Context: an optimization exercise on an open-source flow, tuned for small area. The choices shown serve that exercise and are no tape-out recipe. Only simulation tests tie the RTL to the original design; equivalence was not proved. Power and IR drop assume default switching activity.

== run C ==
==> flow/design.v <==
`timescale 1ns/100ps
module pcSequencer (
	input  logic        clk,
	input  logic        rst,
	input  logic        instrValid,
	input  logic [31:0] instr,
	input  logic        aluValid,
	input  logic [4:0]  aluDest,
	input  logic [31:0] aluData,
	input  logic        aluCarry,
	output logic        nextPcValid,
	output logic [31:0] nextPc,
	output logic        branchTaken
);
	logic [1:0] cSrc;
	logic       cPol, cReg, cLink;
	always_comb begin
		cSrc  = 2'd0;
		cPol  = 1'b0;
		cReg  = 1'b0;
		cLink = 1'b0;
		case (instr[31:29])
			3'b001: begin
				cPol = 1'b1;
				cReg = 1'b1;
			end
			3'b010: begin
				case (instr[28:26])
					3'd0: cPol = 1'b1;
					3'd1: begin
						cPol  = 1'b1;
						cLink = 1'b1;
					end
					3'd2: cSrc = 2'd1;
					3'd3: begin
						cSrc = 2'd1;
						cPol = 1'b1;
					end
					default: ;
				endcase
			end
			3'b100: begin
				case (instr[28:26])
					3'd0: cSrc = 2'd2;
					3'd1: cSrc = 2'd3;
					3'd2: begin
						cSrc = 2'd3;
						cPol = 1'b1;
					end
					default: ;
				endcase
			end
			default: ;
		endcase
	end
	logic        dValid;
	logic [1:0]  dSrc;
	logic        dPol, dReg, dLink;
	logic [23:0] dBits;
	always_ff @(posedge clk) begin
		dValid <= instrValid & ~rst;
		dSrc   <= cSrc;
		dPol   <= cPol;
		dReg   <= cReg;
		dLink  <= cLink;
		dBits  <= instr[23:0];
	end
	logic [31:0] regFile [0:31];
	logic        carryFlag;
	logic        linkValid;
	logic [31:0] linkData;
	logic [31:0] wrData;
	logic [31:0] wrData31;
	logic [31:0] wrEn;
	assign wrData   = aluData & {32{~rst}};
	assign wrData31 = (linkValid ? linkData : aluData) & {32{~rst}};
	always_comb begin
		for (int i = 0; i < 31; i++) begin
			wrEn[i] = rst | (aluValid & (aluDest == 5'(i)));
		end
		wrEn[31] = rst | linkValid | (aluValid & (aluDest == 5'd31));
	end
	always_ff @(posedge clk) begin
		for (int i = 0; i < 31; i++) begin
			if (wrEn[i]) regFile[i] <= wrData;
		end
		if (wrEn[31]) regFile[31] <= wrData31;
	end
	always_ff @(posedge clk) begin
		if (rst | aluValid) carryFlag <= aluCarry & ~rst;
	end
	logic [31:0] rdData;
	always_comb begin
		rdData = '0;
		for (int i = 0; i < 32; i++) begin
			rdData = rdData | (regFile[i] & {32{dBits[23:19] == 5'(i)}});
		end
	end
	logic srcVal;
	always_comb begin
		case (dSrc)
			2'd0: srcVal = 1'b0;
			2'd1: srcVal = carryFlag;
			2'd2: srcVal = rdData[31];
			default: srcVal = (rdData == '0);
		endcase
	end
	logic        fValid, fTaken, fLink;
	logic [31:0] fTarget;
	always_ff @(posedge clk) begin
		fValid  <= dValid & ~rst;
		fTaken  <= dPol ^ srcVal;
		fLink   <= dLink;
		fTarget <= dReg ? rdData : {8'd0, dBits[23:19] & {5{~dSrc[1]}}, dBits[18:0]};
	end
	logic [31:0] pcReg;
	logic [31:0] pcPlusOne;
	assign pcPlusOne = pcReg + 32'd1;
	always_ff @(posedge clk) begin
		if (rst) begin
			pcReg <= '0;
		end else if (fValid) begin
			pcReg <= fTaken ? fTarget : pcPlusOne;
		end
		nextPcValid <= fValid & ~rst;
		branchTaken <= fValid & fTaken & ~rst;
		linkValid   <= fValid & fLink & ~rst;
		linkData    <= pcPlusOne;
	end
	assign nextPc = pcReg;
endmodule
Settings: LEC_CHECK=0, CAP_MARGIN=20, CORE_MARGIN=2, CORE_UTILIZATION=40, CTS_BUF_LIST=sky130_fd_sc_hd__clkbuf_4 sky130_fd_sc_hd__clkbuf_8, SLEW_MARGIN=20; clock period 8.0 ns.
run.sh (not shown) runs the stock make flow with config.mk's settings and CLKGATE_MAP_FILE= SYNTH_SCRIPT=/design/flow/synth_recipe.tcl, a recipe that flattens the netlist after the stock synthesis.
The following lists how run A was set up differently from run C:
- CTS_BUF_LIST: sky130_fd_sc_hd__clkbuf_4 sky130_fd_sc_hd__clkbuf_8 -> unset
Delta(share of power burned in combinational logic, run A - run C) < 0
Run A vs run C: maximum level of the CTS H-tree down in run A
Sort run C and run A by DRC marker count from the first detailed-route iteration asc -> top: run C
Sequential share of layout area in run A is 0.61 points lower than in run C
According to the power report, total power for run A is higher than for run C.
Route | run A vs run C | wire shorter in run A
NOTE: global-route usage in run A falls short of that of run C
Compared with run C, run A shows a higher area growth from synthesis to final layout.
Compared with run C, the detailed router inserted fewer vias in run A.
Run A against run C: clock group share of total power went up 3.6 points; worst path setup slack after routing decreased by 0.012 ns relative to the old numbers.

## static timing again, ports no longer ideal
Ports are ideal in the flow. The routed layouts listed here were re-timed in OpenROAD.
Step 1 (the two cells are an assumption about what drives the block):
set clk [get_ports {clk}]
set_driving_cell -lib_cell sky130_fd_sc_hd__clkbuf_16 $clk
set_driving_cell -lib_cell sky130_fd_sc_hd__buf_2 [delete_from_list [all_inputs] $clk]
Step 2, shift: input delay + t, output delay - t, t = (earliest + latest rising clock arrival at the registers) / 2. This alone moves slack from input paths to output paths.
a / b / c = ideal / step 1 / step 2; a / b = the first two.
| run | shift t [ns] | setup WS [ns] | hold WS [ns] | worst setup path at the end | worst data-port slew with drivers (ns) |
|---|---|---|---|---|---|
| run C | 0.908 | 2.946 / 2.946 / 2.946 | 0.354 / 0.354 / 0.354 | register to register | 0.08 |
| run A | 0.770 | 2.934 / 2.934 / 2.934 | 0.348 / 0.348 / 0.348 | register to register | 0.08 |
After both steps setup and hold are still met in every run listed.
